From an optimization exercise on the open Yosys and OpenROAD flow, aimed at small area and a short achievable clock period; shortcuts taken in it are not production practice.
The RTL was checked by simulation tests, not by an equivalence proof against the original design.
Power figures rest on the tool's default switching activity, not on a simulated workload.

===== design/flow/flow/run.sh =====
#!/bin/bash
# Standard ORFS layout with three changes: port buffers are the smallest
# buffer, constant output ports share tie cells with their neighbours on the
# die edge, and CTS uses no dummy loads.
set -euo pipefail
R=$PWD/orfs/results/sky130hd/chess_top/base
cfg() { sed -n "s/^export $1 *= *//p" config.mk | tail -1; }
BUFS=$(cfg CTS_BUF_LIST)
[ -n "$BUFS" ] || BUFS="sky130_fd_sc_hd__clkbuf_2 sky130_fd_sc_hd__clkbuf_4 sky130_fd_sc_hd__clkbuf_8"
CTS="-sink_clustering_enable -repair_clock_nets -dont_use_dummy_load -buf_list {$BUFS}"
[ -z "$(cfg CTS_CLUSTER_SIZE)" ] || CTS="$CTS -sink_clustering_size $(cfg CTS_CLUSTER_SIZE)"
[ -z "$(cfg CTS_CLUSTER_DIAMETER)" ] || CTS="$CTS -sink_clustering_max_diameter $(cfg CTS_CLUSTER_DIAMETER)"
export CTS_ARGS="$CTS"
echo "CTS_ARGS=$CTS_ARGS" > log_cts_args.txt
export BUFFER_PORTS_ARGS="-buffer_cell sky130_fd_sc_hd__buf_1"
bash standard.sh synth > log_synth.txt 2>&1
bash standard.sh $R/3_2_place_iop.odb > log_floorplan_iop.txt 2>&1
REGROUP_ODB=$R/3_2_place_iop.odb openroad -no_init -exit flow/regroup.tcl > log_regroup.txt 2>&1
bash standard.sh > log_finish.txt 2>&1

===== design/flow/flow/regroup.tcl =====
# Share tie-low cells between constant output ports that sit next to each
# other on the die edge: each group of at most K neighbouring constant ports
# is driven by one tie cell. Any buffer between a tie and its port is dropped.
set odb $::env(REGROUP_ODB)
set K 32
set SPAN 40000
read_db $odb
set block [ord::get_db_block]
set die [$block getDieArea]
set W [$die xMax]; set H [$die yMax]
set entries {}
foreach inst [$block getInsts] {
  if {[[$inst getMaster] getName] ne "sky130_fd_sc_hd__conb_1"} continue
  set lo [$inst findITerm LO]
  set net [$lo getNet]
  if {$net eq "NULL"} continue
  set bufs {}
  set ports [$net getBTerms]
  foreach it [$net getITerms] {
    set i2 [$it getInst]
    if {$i2 eq $inst} continue
    set m [[$i2 getMaster] getName]
    if {![string match "sky130_fd_sc_hd__buf_*" $m]} { set ports {}; break }
    lappend bufs $i2
    set onet [[$i2 findITerm X] getNet]
    if {[llength [$onet getITerms]] != 1} { set ports {}; break }
    foreach b [$onet getBTerms] { lappend ports $b }
  }
  if {[llength $ports] != 1 || [llength $bufs] > 1} continue
  set p [lindex $ports 0]
  set bb [$p getBBox]
  set cx [expr {([$bb xMin] + [$bb xMax]) / 2}]
  set cy [expr {([$bb yMin] + [$bb yMax]) / 2}]
  if {$cy <= [$bb yMax] && [$bb yMin] <= 0} { set pos $cx } \
  elseif {[$bb xMax] >= $W} { set pos [expr {$W + $cy}] } \
  elseif {[$bb yMax] >= $H} { set pos [expr {$W + $H + $W - $cx}] } \
  else { set pos [expr {2 * $W + $H + $H - $cy}] }
  lappend entries [list $pos $inst $net $bufs $p]
}
set entries [lsort -integer -index 0 $entries]
set groups 0; set removed 0
set cur {}
proc flush {} {
  upvar cur cur groups groups removed removed
  if {[llength $cur] == 0} return
  incr groups
  set keep [lindex $cur 0]
  set knet [lindex $keep 2]
  foreach e $cur {
    lassign $e pos inst net bufs p
    set pnet [$p getNet]
    $p disconnect
    foreach b $bufs {
      set onet [[$b findITerm X] getNet]
      odb::dbInst_destroy $b
      if {$onet ne $knet && [llength [$onet getITerms]] == 0 && [llength [$onet getBTerms]] == 0} { odb::dbNet_destroy $onet }
    }
    if {$inst ne [lindex $keep 1]} {
      odb::dbInst_destroy $inst
      if {[llength [$net getITerms]] == 0 && [llength [$net getBTerms]] == 0} { odb::dbNet_destroy $net }
      incr removed
    }
    $p connect $knet
  }
  set cur {}
}
foreach e $entries {
  if {[llength $cur] >= $K || ([llength $cur] > 0 && [lindex $e 0] - [lindex [lindex $cur 0] 0] > $SPAN)} { flush }
  lappend cur $e
}
flush
puts "regroup: [llength $entries] constant ports, $groups tie cells kept, $removed removed"
write_db $odb

===== design/flow/standard.sh =====
#!/bin/bash
# synth_recipe.tcl (not shown) runs the flow's synth.tcl, then flattens the netlist and writes it again
# the make line also repeats each setting of config.mk as NAME=value (left out here)
make -C /OpenROAD-flow-scripts/flow DESIGN_CONFIG=/design/flow/config.mk WORK_HOME=/design/flow/orfs CLKGATE_MAP_FILE= SYNTH_SCRIPT=/design/flow/synth_recipe.tcl "${@:-finish}"

===== design/flow/config.mk =====
export PLATFORM = sky130hd
export DESIGN_NAME = chess_top
export DESIGN_NICKNAME = chess_top
export VERILOG_FILES = /design/flow/design.v
export SDC_FILE = /design/flow/constraint.sdc
export NUM_CORES = 4
export LEC_CHECK = 0
export CAP_MARGIN = 20
export CORE_MARGIN = 2
export CORE_UTILIZATION = 40
export SETUP_SLACK_MARGIN = 4
export SLEW_MARGIN = 20
export SYNTH_HIERARCHICAL = 1
export SYNTH_MINIMUM_KEEP_SIZE = 0
export TNS_END_PERCENT = 10

===== design/flow/constraint.sdc =====
create_clock -name core_clock -period 10.0 [get_ports {clk}]
set_input_delay 2.0000 -clock core_clock [delete_from_list [all_inputs] [get_ports {clk}]]
set_output_delay 2.0000 -clock core_clock [all_outputs]
set_load 0.01 [all_outputs]

===== design/flow/design.v =====
package chess_pkg;
    typedef logic [2:0]   coord_t;    
    typedef logic [7:0]   square_t;   
    typedef logic [511:0] board_t;    
    typedef logic [11:0]  disp_t;     
    typedef logic [2:0]   sound_t;
    typedef logic [2:0]   click_t;
    typedef enum logic [1:0] {
        st_play      = 2'b01,
        st_black_win = 2'b10,
        st_white_win = 2'b11
    } game_state_e;
    localparam logic color_white = 1'b0;
    localparam logic color_black = 1'b1;
    localparam logic [2:0] piece_king   = 3'd1;
    localparam logic [2:0] piece_queen  = 3'd2;
    localparam logic [2:0] piece_bishop = 3'd3;
    localparam logic [2:0] piece_knight = 3'd4;
    localparam logic [2:0] piece_rook   = 3'd5;
    localparam logic [2:0] piece_pawn   = 3'd6;
    localparam sound_t snd_select   = 3'd1;
    localparam sound_t snd_deselect = 3'd2;
    localparam sound_t snd_move     = 3'd3;
    localparam sound_t snd_capture  = 3'd4;
    localparam sound_t snd_illegal  = 3'd5;
    localparam sound_t snd_gameover = 3'd7;
    localparam click_t click_none     = 3'd0;
    localparam click_t click_select   = 3'd1;
    localparam click_t click_deselect = 3'd2;
    localparam click_t click_try_move = 3'd3;
    localparam click_t click_illegal  = 3'd4;
endpackage
module chess_top (
    input  logic         clk,
    input  logic         rstn,
    input  logic [2:0]   cursor_x,
    input  logic [2:0]   cursor_y,
    input  logic         is_pressed,
    output logic [1:0]   state,
    output logic [767:0] board_data,
    output logic [2:0]   sound_code,
    output logic         play_sound
);
    logic         prev_pressed;
    logic         turn;           
    logic         has_sel;
    logic [2:0]   sx, sy;         
    logic [2:0]   skind;          
    logic [255:0] brd;            
    wire [2:0] cx = cursor_x;
    wire [2:0] cy = cursor_y;
    wire [5:0] cpos = {cy, cx};
    wire [5:0] spos = {sy, sx};
    logic [63:0] cur_oh, sel_oh, occ;
    for (genvar i = 0; i < 64; i++) begin : g_dec
        assign cur_oh[i] = (cpos == 6'(i));
        assign sel_oh[i] = has_sel && (spos == 6'(i));
        assign occ[i]    = |brd[i*4 +: 3];
    end
    logic [31:0] t_rank;
    logic [3:0]  t;
    chess_read u_read (.brd(brd), .cx(cx), .cy(cy), .t_rank(t_rank), .t(t));
    wire       t_occ  = |t[2:0];
    wire       t_king = (t[2:0] == 3'd1);
    wire       own    = t_occ && (t[3] == turn);
    wire       on_sel = has_sel && (cpos == spos);
    wire       click  = is_pressed && !prev_pressed && !state[1];
    function automatic logic [3:0] sub3(input logic [2:0] a, input logic [2:0] b);
        sub3 = 4'd0;
        for (int i = 0; i < 8; i++)
            for (int j = 0; j < 8; j++)
                if (a == 3'(i) && b == 3'(j)) sub3 = 4'(i - j);
    endfunction
    function automatic logic [3:0] add3(input logic [2:0] a, input logic [2:0] b);
        add3 = 4'd0;
        for (int i = 0; i < 8; i++)
            for (int j = 0; j < 8; j++)
                if (a == 3'(i) && b == 3'(j)) add3 = 4'(i + j);
    endfunction
    function automatic logic [7:0] above(input logic [2:0] a);
        above = 8'd0;
        for (int i = 0; i < 8; i++)
            if (a == 3'(i)) for (int k = 0; k < 8; k++) above[k] = (i > k);
    endfunction
    function automatic logic [7:0] below(input logic [2:0] a);
        below = 8'd0;
        for (int i = 0; i < 8; i++)
            if (a == 3'(i)) for (int k = 0; k < 8; k++) below[k] = (i < k);
    endfunction
    wire [3:0] ddx = sub3(cx, sx);
    wire [3:0] ddy = sub3(cy, sy);
    wire zx  = (cx == sx);
    wire zy  = (cy == sy);
    wire ax1 = (ddx == 4'd1) || (ddx == 4'hf);
    wire ay1 = (ddy == 4'd1) || (ddy == 4'hf);
    wire ax2 = (ddx == 4'd2) || (ddx == 4'he);
    wire ay2 = (ddy == 4'd2) || (ddy == 4'he);
    wire on_d1 = (sub3(cx, cy) == sub3(sx, sy));
    wire on_d2 = (add3(cx, cy) == add3(sx, sy));
    wire straight = zx ^ zy;
    wire diagonal = (on_d1 || on_d2) && !zy;
    wire [7:0] sx_gt = above(sx), sx_lt = below(sx), sy_gt = above(sy), sy_lt = below(sy);
    wire [7:0] cx_gt = above(cx), cx_lt = below(cx), cy_gt = above(cy), cy_lt = below(cy);
    wire same_dir = sx_lt[cx] == sy_lt[cy];
    wire  [2:0] dsum  = 3'(add3(sx, sy));
    wire  [2:0] ddiff = 3'(sub3(sx, sy));
    logic [7:0] o_rank, o_col, bx, by;
    always_comb begin
        for (int k = 0; k < 8; k++) begin
            logic [2:0] lx;
            lx        = zx ? sx : same_dir ? 3'(add3(ddiff, 3'(k))) : 3'(sub3(dsum, 3'(k)));
            o_rank[k] = |t_rank[4*k +: 3];
            o_col[k]  = occ[{3'(k), lx}];
            bx[k]     = (sx_lt[k] && cx_gt[k]) || (cx_lt[k] && sx_gt[k]);
            by[k]     = (sy_lt[k] && cy_gt[k]) || (cy_lt[k] && sy_gt[k]);
        end
    end
    wire path_clear = zy ? !(|(o_rank & bx)) : !(|(o_col & by));
    wire fwd_one = turn ? (ddy == 4'hf) : (ddy == 4'd1);
    wire fwd_two = turn ? (sy == 3'd6 && cy == 3'd4) : (sy == 3'd1 && cy == 3'd3);
    wire pawn_ok   = (zx && fwd_one && !t_occ)
                  || (zx && fwd_two && path_clear && !t_occ)
                  || (ax1 && fwd_one && t_occ);
    wire knight_ok = (ax1 && ay2) || (ax2 && ay1);
    wire king_ok   = (zx || ax1) && (zy || ay1);
    logic legal;
    always_comb begin
        case (skind)
            3'd6:    legal = pawn_ok;
            3'd4:    legal = knight_ok;
            3'd1:    legal = king_ok;
            3'd5:    legal = straight && path_clear;
            3'd3:    legal = diagonal && path_clear;
            3'd2:    legal = (straight || diagonal) && path_clear;
            default: legal = 1'b0;
        endcase
    end
    wire do_desel = click && on_sel;
    wire do_sel   = click && !on_sel && own;
    wire move     = click && !on_sel && !own && has_sel && legal;
    always_ff @(posedge clk or negedge rstn) begin
        if (!rstn) begin
            prev_pressed <= 1'b0;
            turn         <= 1'b0;
            has_sel      <= 1'b0;
            state        <= 2'b01;
            sound_code   <= 3'd0;
            play_sound   <= 1'b0;
        end else begin
            prev_pressed <= is_pressed;
            play_sound   <= click;
            if (click) begin
                if (on_sel) begin
                    has_sel    <= 1'b0;
                    sound_code <= 3'd2;
                end else if (own) begin
                    has_sel    <= 1'b1;
                    sound_code <= 3'd1;
                end else if (move) begin
                    has_sel    <= 1'b0;
                    turn       <= ~turn;
                    if (t_king) begin
                        sound_code <= 3'd7;
                        state      <= turn ? 2'b10 : 2'b11;
                    end else begin
                        sound_code <= t_occ ? 3'd4 : 3'd3;
                    end
                end else begin
                    sound_code <= 3'd5;
                end
            end
        end
    end
    always_ff @(posedge clk) begin
        if (do_sel) begin
            sx    <= cx;
            sy    <= cy;
            skind <= t[2:0];
        end
    end
    for (genvar i = 0; i < 64; i++) begin : g_sq
        localparam int X = i % 8;
        localparam int Y = i / 8;
        localparam logic [2:0] BACK = (X == 0 || X == 7) ? 3'd5 :
                                      (X == 1 || X == 6) ? 3'd4 :
                                      (X == 2 || X == 5) ? 3'd3 :
                                      (X == 3)           ? 3'd2 : 3'd1;
        localparam logic [3:0] INIT = (Y == 0) ? {1'b0, BACK} :
                                      (Y == 1) ? 4'b0110 :
                                      (Y == 6) ? 4'b1110 :
                                      (Y == 7) ? {1'b1, BACK} : 4'b0000;
        always_ff @(posedge clk or negedge rstn) begin
            if (!rstn) begin
                brd[i*4 +: 4] <= INIT;
            end else if (move && (cur_oh[i] || sel_oh[i])) begin
                brd[i*4 +: 4] <= cur_oh[i] ? {turn, skind} : 4'b0000;
            end
        end
        assign board_data[i*12 +: 12] = {2'b00, sel_oh[i], cur_oh[i] | sel_oh[i],
                                         3'b000, occ[i], brd[i*4 +: 4]};
    end
endmodule
module chess_read (
    input  logic [255:0] brd,
    input  logic [2:0]   cx,
    input  logic [2:0]   cy,
    output logic [31:0]  t_rank,
    output logic [3:0]   t
);
    assign t_rank = brd[{cy, 5'b00000} +: 32];
    assign t      = t_rank[{cx, 2'b00} +: 4];
endmodule

==> reports/results.ini <==
[timing]
skew_ns = 0.06141
slew_headroom = 0.2087
worst_pin_slew_ns = 1.184
setup_tns_ns = 0
fmax_ghz = 0.1628
hold_viol = 0
finalCritPeriodShare = 0.6142
rsz0062_at_grt = yes
period_minus_slack_ns = 6.142
finalMaxSlewViolations = 0
setup_viol = 0

[cts]
cts_buffers = 46
cts.sinks = 274
clockBufferDepth = 3
cts_tree = done
clk_pin_slew_ns = 0.06
h-tree-depth = 2
clk_latency_ns = 0.61
cts.root.buffer_cell = clkbuf_8

[power]
ir_worst_vdd_mv = 0.07248
p_per_area_mw_per_mm2 = 130.7
power.leakage_nw = 8.428

[critical_path]
r2r_start = sy[1]$_DFFE_PP_
arrival_ns = 4.14
worstSetupPathType = in2out
required_ns = 8.00
startpoint = cursor_x[1]
reg2reg_depth = 17
cp-start-kind = primary input
ff2ff_setup_slack_ns = 4.46
rr_endpoint = brd[2]$_DFFE_PN1P_
critPathMaxFanout = 29
crit_path_end_kind = primary output
crit_end = board_data[596]

[logic_synthesis]
avgSynthCellArea_sq_um = 9.279
netlist_instances = 2057
synth_warnings = 7
syn_area_sq_mm = 0.01909

[global_route]
antenna_found_initial = 5
grt_use_total = 0.3434
grt_max_degree = 87
overflow = 0
grt_pass1_vias = 17000
grt_pass1_wl_um = 123900

[placement]
placed_cells = 2724
dpl.hpwl_um = 61920
gp_congestion = 0.9526
io_buffers = 462

[routing]
drtIter0Drc = 2440
viasPerCell = 6.430
avgRoutedWirePerCell_um = 32.09
routed_wl_um = 90750
drc = 0
ant_nets = 0
dr.pass1.iters = 6
vias = 18180

[run_status]
outcome = timing/DRC/antenna clean

[die]
die_w_um = 222.4
pin_count = 783
die_area_sq_mm = 0.04948
coreArea_sq_mm = 0.04745
die_y_um = 222.4
start_util = 0.4023
rows = 80

[finish]
fillers = 4835
area_growth_pct = 7.886
drive_gt1_frac = 0.1647
final_cells = 2828
num-nets-final = 2229

[min_path]
holdCritPathClass = reg2reg

[run]
cap_violations = 0

## per-stage QoR
stage	setup slack (ns)	power, W	util	hold slack [ns]	cell area [sq um]
2_1_floorplan	4.010	0.001655	-	0.4701	20280
4_1_cts	3.822	0.002635	0.4219	0.4789	20020
3_5_place_dp	1.472	0.001768	0.3977	0.4650	18870
6_report	3.858	0.002692	0.4340	0.4690	20590
3_3_place_gp	1.246	0.001760	0.3974	0.4620	18850
5_1_grt	3.795	0.002771	0.4339	0.5023	20580
## worst min path at each step
stage	depth (start not counted)	from	slack, ns	to
after floorplan	2	state[0]$_DFFE_PN1P_	0.47	state[0]$_DFFE_PN1P_
after global placement	2	sound_code[0]$_DFFE_PN0P_	0.46	sound_code[0]$_DFFE_PN0P_
after global routing	2	sound_code[0]$_DFFE_PN0P_	0.50	sound_code[0]$_DFFE_PN0P_
after CTS	2	sound_code[0]$_DFFE_PN0P_	0.48	sound_code[0]$_DFFE_PN0P_
final	2	sound_code[0]$_DFFE_PN0P_	0.47	sound_code[0]$_DFFE_PN0P_
after detailed placement	2	sound_code[0]$_DFFE_PN0P_	0.46	sound_code[0]$_DFFE_PN0P_
## state kept, by name, summed over array words and instances, names as in the netlist
register / cells
brd: 256
has_sel: 1
play_sound: 1
prev_pressed: 1
skind: 3
sound_code: 3
state: 2
sx: 3
sy: 3
turn: 1
## per-layer routing
layer	up-vias	part of all wire	wire length, um	GRT usage
met1	9090	0.37	33850	0.4499
met4	4	0.064	5792	0.1821
li1	7318	-	-	-
met5	-	0.00030	27	0
met3	288	0.13	11420	0.09587
met2	1484	0.44	39660	0.5170
## critical path: stages
cell      delay, ns
clkbuf_4       0.28
buf_4          0.28
nor2_1         0.21
and2_1         0.65
a21oi_1        0.30
inv_1          0.21
buf_1          0.17
## power breakdown
group	total, W	switching, W	internal [W]
Clock	0.000841	0.000436	0.000405
Sequential	0.00119	0.0000514	0.00114
Combinational	0.000659	0.000449	0.000210
Total	0.00269	0.000937	0.00176
## layout by cell type, fill, tap and decap left out, drive strengths merged, types with 13 or more instances in the layout
cell type  count
a21oi         73
mux4          61
or2           30
buf          527
mux2          30
nand2        117
mux2i         45
nor2b         14
xnor2         17
o21ai        351
conb          17
nor2         105
nand3         16
nand2b        25
clkbuf        62
dfrtp        192
o22ai         13
nor3          25
or3           65
inv           82
dfstp         73
o2bb2ai      101
## final cells by class
type	instances	area, sq um	share of cell area
antenna	3	7.507	0.0003646
clock buffer	46	633.1	0.03074
inverter	82	307.8	0.01495
multi-input combinational	1264	9047	0.4394
sequential	274	6993	0.3396
tap	615	769.5	0.03737
timing repair buffer	544	2834	0.1376
## timing repair
action | CTS | global route
resized for setup | 49 | 33
pin swaps | 2 | 6
hold buffers | 0 | 0
endpoints found under the hold margin | 0 | 0
gates cloned | 9 | 9
setup endpoints to repair | 324 | 295
buffers inserted | 9 | 28

-- separate check: timing with driven ports --
No port has a modelled driver above. Below, the same layout with a new extraction and two added sets of constraints. Step 1 (the two cells are an assumption about what drives the block):
set clk [get_ports {clk}]
set_driving_cell -lib_cell sky130_fd_sc_hd__clkbuf_16 $clk
set_driving_cell -lib_cell sky130_fd_sc_hd__buf_2 [delete_from_list [all_inputs] $clk]
Step 2 also shifts input and output timing later by t, the mid clock arrival at the registers, as if the neighbouring blocks saw the same clock. a / b / c = ideal / step 1 / step 2; a / b = the first two.
t, ns: 0.635
setup WS [ns]: 3.858 / 3.806 / 3.248
hold slack, ns: 0.469 / 0.469 / 0.469
worst register clock-pin slew, ns: 0.07 / 0.07
After both steps this run still meets setup and hold. For this run, drivers alone change the setup slack by -0.052 ns; drivers and shift together by -0.610 ns.
